Background: an optimization exercise with open tools, aiming at small area, a short achievable clock period and few clock cycles. Do not read the settings as production practice. In this exercise RTL edits were held to simulation tests only and were not proved equivalent to the original. Power and IR drop assume default switching activity.

==> flow/design.v <==
package mbd_pkg;
	localparam int BUTTON_COUNT = 9;
	localparam int PIN_W        = 9;
	localparam int NOW_W        = 32;
	localparam int DELAY_W      = 16;
	localparam int IDX_W        = 4;
	localparam int S_TDATA_W    = 48;
	localparam int M_TDATA_W    = 8;
	localparam int PADDR_W      = 1;
	localparam int PDATA_W      = 32;
	localparam logic [PADDR_W-1:0] REG_DEBOUNCE_MS = 1'b0;
	localparam logic [DELAY_W-1:0] DEBOUNCE_RESET  = 16'd50;
	typedef struct packed {
		logic             ev;
		logic [IDX_W-1:0] idx;
		logic             pressed;
	} evt_rec_t;
endpackage
module mbd_cell (
	input  logic                        clk,
	input  logic                        arst_n,
	input  logic                        eval,
	input  logic                        sample_q,
	input  logic [mbd_pkg::NOW_W-1:0]   now_q,
	input  logic [mbd_pkg::NOW_W/2-1:0] nm1_hi,
	input  logic [mbd_pkg::NOW_W/2-1:0] lo_lo,
	input  logic                        lo_borrow,
	output logic                        fire,
	output logic                        held
);
	logic [mbd_pkg::NOW_W-1:0] since_q;
	logic                      prev_q;
	logic                      held_q;
	logic                      chg;
	assign chg = sample_q != prev_q;
	always_ff @(posedge clk) begin
		if (eval && chg) begin
			since_q <= now_q;
		end
	end
	always_ff @(posedge clk or negedge arst_n) begin
		if (!arst_n) begin
			prev_q <= 1'b0;
		end else if (eval) begin
			prev_q <= sample_q;
		end
	end
	function automatic logic less16(input logic [15:0] a, input logic [15:0] b);
		logic [15:0] g, l;
		g = a & ~b;
		l = ~a & b;
		for (int s = 1; s < 16; s = s * 2) begin
			for (int i = 0; i + s < 16; i = i + 2 * s) begin
				l[i] = l[i+s] | (~g[i+s] & l[i]);
				g[i] = g[i+s] | (~l[i+s] & g[i]);
			end
		end
		less16 = l[0];
	endfunction
	logic eq_nm1, eq_now, ge_lo, le_now, in_win;
	assign eq_nm1 = since_q[31:16] == nm1_hi;
	assign eq_now = since_q[31:16] == now_q[31:16];
	assign ge_lo  = !less16(since_q[15:0], lo_lo);
	assign le_now = !less16(now_q[15:0], since_q[15:0]);
	assign in_win = !lo_borrow ? (eq_now && ge_lo && le_now)
		: ((eq_nm1 && ge_lo) || (eq_now && le_now));
	assign fire   = eval && !chg && !in_win && (sample_q != held_q);
	always_ff @(posedge clk or negedge arst_n) begin
		if (!arst_n) begin
			held_q <= 1'b0;
		end else if (fire) begin
			held_q <= sample_q;
		end
	end
	assign held = held_q;
endmodule
module mbd_window (
	input  logic [mbd_pkg::NOW_W-1:0]   now_ms,
	input  logic [mbd_pkg::DELAY_W-1:0] debounce_ms,
	output logic [15:0]                 lo_lo,
	output logic                        lo_borrow,
	output logic [15:0]                 nm1_hi
);
	logic [15:0] a, b;
	logic [15:0] g [5];
	logic [15:0] p [5];
	logic [15:0] z [5];
	assign a = now_ms[15:0];
	assign b = debounce_ms;
	assign g[0] = {a[15:1] & ~b[15:1], a[0] | ~b[0]};
	assign p[0] = ~(a ^ b);
	assign z[0] = ~now_ms[31:16];
	for (genvar l = 0; l < 4; l++) begin : g_lvl
		localparam int S = 1 << l;
		for (genvar i = 0; i < 16; i++) begin : g_bit
			if ((i / S) % 2 == 1) begin : g_node
				mbd_pfx u_pfx (
					.g_hi (g[l][i]),
					.p_hi (p[l][i]),
					.g_lo (g[l][(i / S) * S - 1]),
					.p_lo (p[l][(i / S) * S - 1]),
					.g    (g[l+1][i]),
					.p    (p[l+1][i])
				);
				mbd_and u_and (
					.a (z[l][i]),
					.b (z[l][(i / S) * S - 1]),
					.y (z[l+1][i])
				);
			end else begin : g_pass
				assign g[l+1][i] = g[l][i];
				assign p[l+1][i] = p[l][i];
				assign z[l+1][i] = z[l][i];
			end
		end
	end
	assign lo_lo     = p[0] ^ {g[4][14:0], 1'b1};
	assign lo_borrow = ~g[4][15];
	assign nm1_hi    = now_ms[31:16] ^ {z[4][14:0], 1'b1};
endmodule
module mbd_pfx (
	input  logic g_hi,
	input  logic p_hi,
	input  logic g_lo,
	input  logic p_lo,
	output logic g,
	output logic p
);
	assign g = g_hi | (p_hi & g_lo);
	assign p = p_hi & p_lo;
endmodule
module mbd_and (
	input  logic a,
	input  logic b,
	output logic y
);
	assign y = a & b;
endmodule
module multi_button_debouncer_unit (
	input  logic                          clk,
	input  logic                          arst_n,
	input  logic [mbd_pkg::S_TDATA_W-1:0] s_tdata,
	input  logic                          s_tvalid,
	output logic                          s_tready,
	output logic [mbd_pkg::M_TDATA_W-1:0] m_tdata,
	output logic                          m_tlast,
	output logic                          m_tvalid,
	input  logic                          m_tready,
	input  logic                          psel,
	input  logic                          penable,
	input  logic                          pwrite,
	input  logic [mbd_pkg::PADDR_W-1:0]   paddr,
	input  logic [mbd_pkg::PDATA_W-1:0]   pwdata,
	output logic [mbd_pkg::PDATA_W-1:0]   prdata,
	output logic                          pready
);
	localparam int N = mbd_pkg::BUTTON_COUNT;
	logic [mbd_pkg::DELAY_W-1:0] debounce_q;
	logic [mbd_pkg::PADDR_W-1:0] paddr_q;
	logic [mbd_pkg::PADDR_W-1:0] paddr_n_q;
	assign pready = 1'b1;
	always_ff @(posedge clk or negedge arst_n) begin
		if (!arst_n) begin
			debounce_q <= mbd_pkg::DEBOUNCE_RESET;
		end else if (psel && penable && pwrite && paddr == mbd_pkg::REG_DEBOUNCE_MS) begin
			debounce_q <= pwdata[mbd_pkg::DELAY_W-1:0];
		end
	end
	always_ff @(posedge clk) begin
		paddr_q   <= paddr;
		paddr_n_q <= ~paddr;
	end
	assign prdata = {{(mbd_pkg::PDATA_W-mbd_pkg::DELAY_W){1'b0}},
		debounce_q[15:8] & {8{paddr_n_q == ~mbd_pkg::REG_DEBOUNCE_MS}},
		debounce_q[7:0] & {8{paddr_q == mbd_pkg::REG_DEBOUNCE_MS}}};
	logic [N-1:0]                pins_n;
	logic [mbd_pkg::NOW_W-1:0]   now_ms;
	logic                        load;
	logic                        v1_q;
	logic [N-1:0]                smp_q;
	logic [mbd_pkg::NOW_W-1:0]   now_q;
	logic [15:0]                 lo_lo_q;
	logic                        borrow_q;
	logic [15:0]                 nm1_q;
	logic [15:0]                 lo_lo;
	logic                        lo_borrow;
	logic [N-1:0]                a_q, b_q, c_q;
	logic [N-1:0]                a_pr_q;
	logic                        b_busy_q, c_busy_q;
	logic                        b_busy_d;
	logic                        rdy_q;
	logic [N-1:0]                fire;
	logic [N-1:0]                held;
	assign pins_n   = ~s_tdata[N-1:0];
	assign now_ms   = s_tdata[mbd_pkg::PIN_W +: mbd_pkg::NOW_W];
	assign s_tready = rdy_q;
	assign load     = s_tvalid && s_tready;
	logic [15:0]                 nm1;
	mbd_window u_window (
		.now_ms      (now_ms),
		.debounce_ms (debounce_q),
		.lo_lo       (lo_lo),
		.lo_borrow   (lo_borrow),
		.nm1_hi      (nm1)
	);
	always_ff @(posedge clk or negedge arst_n) begin
		if (!arst_n) begin
			v1_q <= 1'b0;
		end else begin
			v1_q <= load;
		end
	end
	always_ff @(posedge clk) begin
		smp_q    <= pins_n;
		now_q    <= now_ms;
		lo_lo_q  <= lo_lo;
		borrow_q <= lo_borrow;
		nm1_q    <= nm1;
	end
	for (genvar k = 0; k < N; k++) begin : g_cell
		mbd_cell u_cell (
			.clk         (clk),
			.arst_n      (arst_n),
			.eval        (v1_q),
			.sample_q    (smp_q[k]),
			.now_q       (now_q),
			.nm1_hi      (nm1_q),
			.lo_lo       (lo_lo_q),
			.lo_borrow   (borrow_q),
			.fire        (fire[k]),
			.held        (held[k])
		);
	end
	logic                        o_valid_q;
	logic [mbd_pkg::IDX_W-1:0]   o_idx_q;
	logic                        o_pr_q;
	logic                        o_last_q;
	logic                        o_free;
	logic [N-1:0]                a_low;
	logic [N-1:0]                a_rest;
	logic [N-1:0]                a_left;
	logic                        a_done;
	logic                        any_fire;
	logic [mbd_pkg::IDX_W-1:0]   a_idx;
	assign o_free   = !o_valid_q || m_tready;
	assign a_low    = a_q & (~a_q + 1'b1);
	assign a_rest   = a_q & ~a_low;
	assign a_left   = o_free ? a_rest : a_q;
	assign a_done   = o_free ? (a_rest == '0) : (a_q == '0);
	assign any_fire = |fire;
	always_comb begin
		a_idx = '0;
		for (int k = N-1; k >= 0; k--) begin
			if (a_q[k]) begin
				a_idx = mbd_pkg::IDX_W'(k);
			end
		end
	end
	always_comb begin
		b_busy_d = b_busy_q;
		if (a_done ? (b_busy_q && !c_busy_q) : !b_busy_q) begin
			b_busy_d = any_fire;
		end
	end
	always_ff @(posedge clk or negedge arst_n) begin
		if (!arst_n) begin
			a_q       <= '0;
			b_q       <= '0;
			c_q       <= '0;
			b_busy_q  <= 1'b0;
			rdy_q     <= 1'b1;
			c_busy_q  <= 1'b0;
			o_valid_q <= 1'b0;
		end else begin
			rdy_q <= !b_busy_d;
			if (o_free) begin
				o_valid_q <= |a_q;
			end
			if (a_done) begin
				if (!b_busy_q) begin
					a_q <= fire;
				end else begin
					a_q <= b_q;
					if (!c_busy_q) begin
						b_q      <= fire;
						b_busy_q <= any_fire;
					end else begin
						b_q      <= c_q;
						c_q      <= fire;
						c_busy_q <= any_fire;
					end
				end
			end else begin
				a_q <= a_left;
				if (!b_busy_q) begin
					b_q      <= fire;
					b_busy_q <= any_fire;
				end else if (!c_busy_q) begin
					c_q      <= fire;
					c_busy_q <= any_fire;
				end
			end
		end
	end
	always_ff @(posedge clk) begin
		if (a_done) begin
			a_pr_q <= b_busy_q ? held : smp_q;
		end
	end
	always_ff @(posedge clk) begin
		if (o_free && a_q != '0) begin
			o_idx_q  <= a_idx;
			o_pr_q   <= a_pr_q[a_idx];
			o_last_q <= a_rest == '0;
		end
	end
	assign m_tvalid = o_valid_q;
	assign m_tlast  = o_last_q;
	assign m_tdata  = {{(mbd_pkg::M_TDATA_W-mbd_pkg::IDX_W-1){1'b0}}, o_pr_q, o_idx_q};
endmodule
make LEC_CHECK=0 CAP_MARGIN=20 CORE_MARGIN=2 CORE_UTILIZATION=40 CTS_CLUSTER_DIAMETER=80 CTS_CLUSTER_SIZE=24 SETUP_SLACK_MARGIN=5.0 SLEW_MARGIN=20 SYNTH_HIERARCHICAL=1 finish   # period 8.0 ns
run.sh (not shown) runs the stock make flow with config.mk's settings and CLKGATE_MAP_FILE= SYNTH_SCRIPT=/design/flow/synth_recipe.tcl, a recipe that flattens the netlist after the stock synthesis.
Testbench counts at the start, summed over its fixed seeds: cycles 20,166.
Then changed:
--- a/flow/design.v
+++ b/flow/design.v
@@ -19,13 +19,13 @@
 module mbd_cell (
 	input  logic                        clk,
 	input  logic                        arst_n,
 	input  logic                        eval,
 	input  logic                        sample_q,
 	input  logic [mbd_pkg::NOW_W-1:0]   now_q,
-	input  logic [mbd_pkg::NOW_W/2-1:0] nm1_hi,
+	input  logic [mbd_pkg::NOW_W/2-1:0] dec_mask,
 	input  logic [mbd_pkg::NOW_W/2-1:0] lo_lo,
 	input  logic                        lo_borrow,
 	output logic                        fire,
 	output logic                        held
 );
 	logic [mbd_pkg::NOW_W-1:0] since_q;
@@ -54,15 +54,17 @@
 				l[i] = l[i+s] | (~g[i+s] & l[i]);
 				g[i] = g[i+s] | (~l[i+s] & g[i]);
 			end
 		end
 		less16 = l[0];
 	endfunction
-	logic eq_nm1, eq_now, ge_lo, le_now, in_win;
-	assign eq_nm1 = since_q[31:16] == nm1_hi;
-	assign eq_now = since_q[31:16] == now_q[31:16];
+	logic [15:0] hi_diff;
+	logic        eq_nm1, eq_now, ge_lo, le_now, in_win;
+	assign hi_diff = since_q[31:16] ^ now_q[31:16];
+	assign eq_nm1  = hi_diff == dec_mask;
+	assign eq_now  = hi_diff == '0;
 	assign ge_lo  = !less16(since_q[15:0], lo_lo);
 	assign le_now = !less16(now_q[15:0], since_q[15:0]);
 	assign in_win = !lo_borrow ? (eq_now && ge_lo && le_now)
 		: ((eq_nm1 && ge_lo) || (eq_now && le_now));
 	assign fire   = eval && !chg && !in_win && (sample_q != held_q);
 	always_ff @(posedge clk or negedge arst_n) begin
@@ -76,13 +78,13 @@
 endmodule
 module mbd_window (
 	input  logic [mbd_pkg::NOW_W-1:0]   now_ms,
 	input  logic [mbd_pkg::DELAY_W-1:0] debounce_ms,
 	output logic [15:0]                 lo_lo,
 	output logic                        lo_borrow,
-	output logic [15:0]                 nm1_hi
+	output logic [15:0]                 dec_mask
 );
 	logic [15:0] a, b;
 	logic [15:0] g [5];
 	logic [15:0] p [5];
 	logic [15:0] z [5];
 	assign a = now_ms[15:0];
@@ -113,13 +115,13 @@
 				assign z[l+1][i] = z[l][i];
 			end
 		end
 	end
 	assign lo_lo     = p[0] ^ {g[4][14:0], 1'b1};
 	assign lo_borrow = ~g[4][15];
-	assign nm1_hi    = now_ms[31:16] ^ {z[4][14:0], 1'b1};
+	assign dec_mask  = {z[4][14:0], 1'b1};
 endmodule
 module mbd_pfx (
 	input  logic g_hi,
 	input  logic p_hi,
 	input  logic g_lo,
 	input  logic p_lo,
@@ -152,23 +154,25 @@
 	input  logic [mbd_pkg::PADDR_W-1:0]   paddr,
 	input  logic [mbd_pkg::PDATA_W-1:0]   pwdata,
 	output logic [mbd_pkg::PDATA_W-1:0]   prdata,
 	output logic                          pready
 );
 	localparam int N = mbd_pkg::BUTTON_COUNT;
+	logic [mbd_pkg::DELAY_W-1:0] deb_x_q;
 	logic [mbd_pkg::DELAY_W-1:0] debounce_q;
 	logic [mbd_pkg::PADDR_W-1:0] paddr_q;
 	logic [mbd_pkg::PADDR_W-1:0] paddr_n_q;
 	assign pready = 1'b1;
 	always_ff @(posedge clk or negedge arst_n) begin
 		if (!arst_n) begin
-			debounce_q <= mbd_pkg::DEBOUNCE_RESET;
+			deb_x_q <= '0;
 		end else if (psel && penable && pwrite && paddr == mbd_pkg::REG_DEBOUNCE_MS) begin
-			debounce_q <= pwdata[mbd_pkg::DELAY_W-1:0];
+			deb_x_q <= pwdata[mbd_pkg::DELAY_W-1:0] ^ mbd_pkg::DEBOUNCE_RESET;
 		end
 	end
+	assign debounce_q = deb_x_q ^ mbd_pkg::DEBOUNCE_RESET;
 	always_ff @(posedge clk) begin
 		paddr_q   <= paddr;
 		paddr_n_q <= ~paddr;
 	end
 	assign prdata = {{(mbd_pkg::PDATA_W-mbd_pkg::DELAY_W){1'b0}},
 		debounce_q[15:8] & {8{paddr_n_q == ~mbd_pkg::REG_DEBOUNCE_MS}},
@@ -178,13 +182,13 @@
 	logic                        load;
 	logic                        v1_q;
 	logic [N-1:0]                smp_q;
 	logic [mbd_pkg::NOW_W-1:0]   now_q;
 	logic [15:0]                 lo_lo_q;
 	logic                        borrow_q;
-	logic [15:0]                 nm1_q;
+	logic [15:0]                 mask_q;
 	logic [15:0]                 lo_lo;
 	logic                        lo_borrow;
 	logic [N-1:0]                a_q, b_q, c_q;
 	logic [N-1:0]                a_pr_q;
 	logic                        b_busy_q, c_busy_q;
 	logic                        b_busy_d;
@@ -192,19 +196,19 @@
 	logic [N-1:0]                fire;
 	logic [N-1:0]                held;
 	assign pins_n   = ~s_tdata[N-1:0];
 	assign now_ms   = s_tdata[mbd_pkg::PIN_W +: mbd_pkg::NOW_W];
 	assign s_tready = rdy_q;
 	assign load     = s_tvalid && s_tready;
-	logic [15:0]                 nm1;
+	logic [15:0]                 dec_mask;
 	mbd_window u_window (
 		.now_ms      (now_ms),
 		.debounce_ms (debounce_q),
 		.lo_lo       (lo_lo),
 		.lo_borrow   (lo_borrow),
-		.nm1_hi      (nm1)
+		.dec_mask    (dec_mask)
 	);
 	always_ff @(posedge clk or negedge arst_n) begin
 		if (!arst_n) begin
 			v1_q <= 1'b0;
 		end else begin
 			v1_q <= load;
@@ -212,22 +216,22 @@
 	end
 	always_ff @(posedge clk) begin
 		smp_q    <= pins_n;
 		now_q    <= now_ms;
 		lo_lo_q  <= lo_lo;
 		borrow_q <= lo_borrow;
-		nm1_q    <= nm1;
+		mask_q   <= dec_mask;
 	end
 	for (genvar k = 0; k < N; k++) begin : g_cell
 		mbd_cell u_cell (
 			.clk         (clk),
 			.arst_n      (arst_n),
 			.eval        (v1_q),
 			.sample_q    (smp_q[k]),
 			.now_q       (now_q),
-			.nm1_hi      (nm1_q),
+			.dec_mask    (mask_q),
 			.lo_lo       (lo_lo_q),
 			.lo_borrow   (borrow_q),
 			.fire        (fire[k]),
 			.held        (held[k])
 		);
 	end
What happened:
- The new run passed the timing, design-rule and antenna checks
- design area goes down by a few percent
- worst setup slack gets worse by 0.078 ns
- sequential power goes up by a few percent
- count of clock-buffer cells in the layout stays the same
- via count goes down by a few percent
- total power is about the same
- clock skew goes up by 0.0089 ns
- die area goes down slightly
- wire length goes down by a few percent
- combinational power goes down by a few percent
- core utilization goes down by 0.36 points
Testbench counts after the change, summed over its fixed seeds: cycles 20,166.

==> what the ideal ports hide <==
The flow's constraints put no driver on any port. The routed layouts listed below were extracted and timed again, unchanged, in two steps.
Step 1: set_driving_cell puts a clkbuf_16 on clk and a buf_2 on each other input, an assumption about the parent block.
Step 2 adds t to the input delays and takes it off the output delays; t is the mean of the earliest and latest rising clock arrival at the registers after step 1. Input paths then give back, and output paths get back, about the clock's delay inside the block.
Slacks: ideal ports / drivers / drivers and shift; pairs: ideal ports / drivers.
run	shift t [ns]	setup WS [ns]	worst slew at a driven data input, ns
the first run	0.657	5.015 / 4.956 / 4.394	0.05
the second run	0.670	4.937 / 4.937 / 4.414	0.06
After both steps every run listed still meets setup and hold. The setup slack of the first run, which loses most, moves by -0.059 ns with the drivers and by -0.621 ns with both steps.
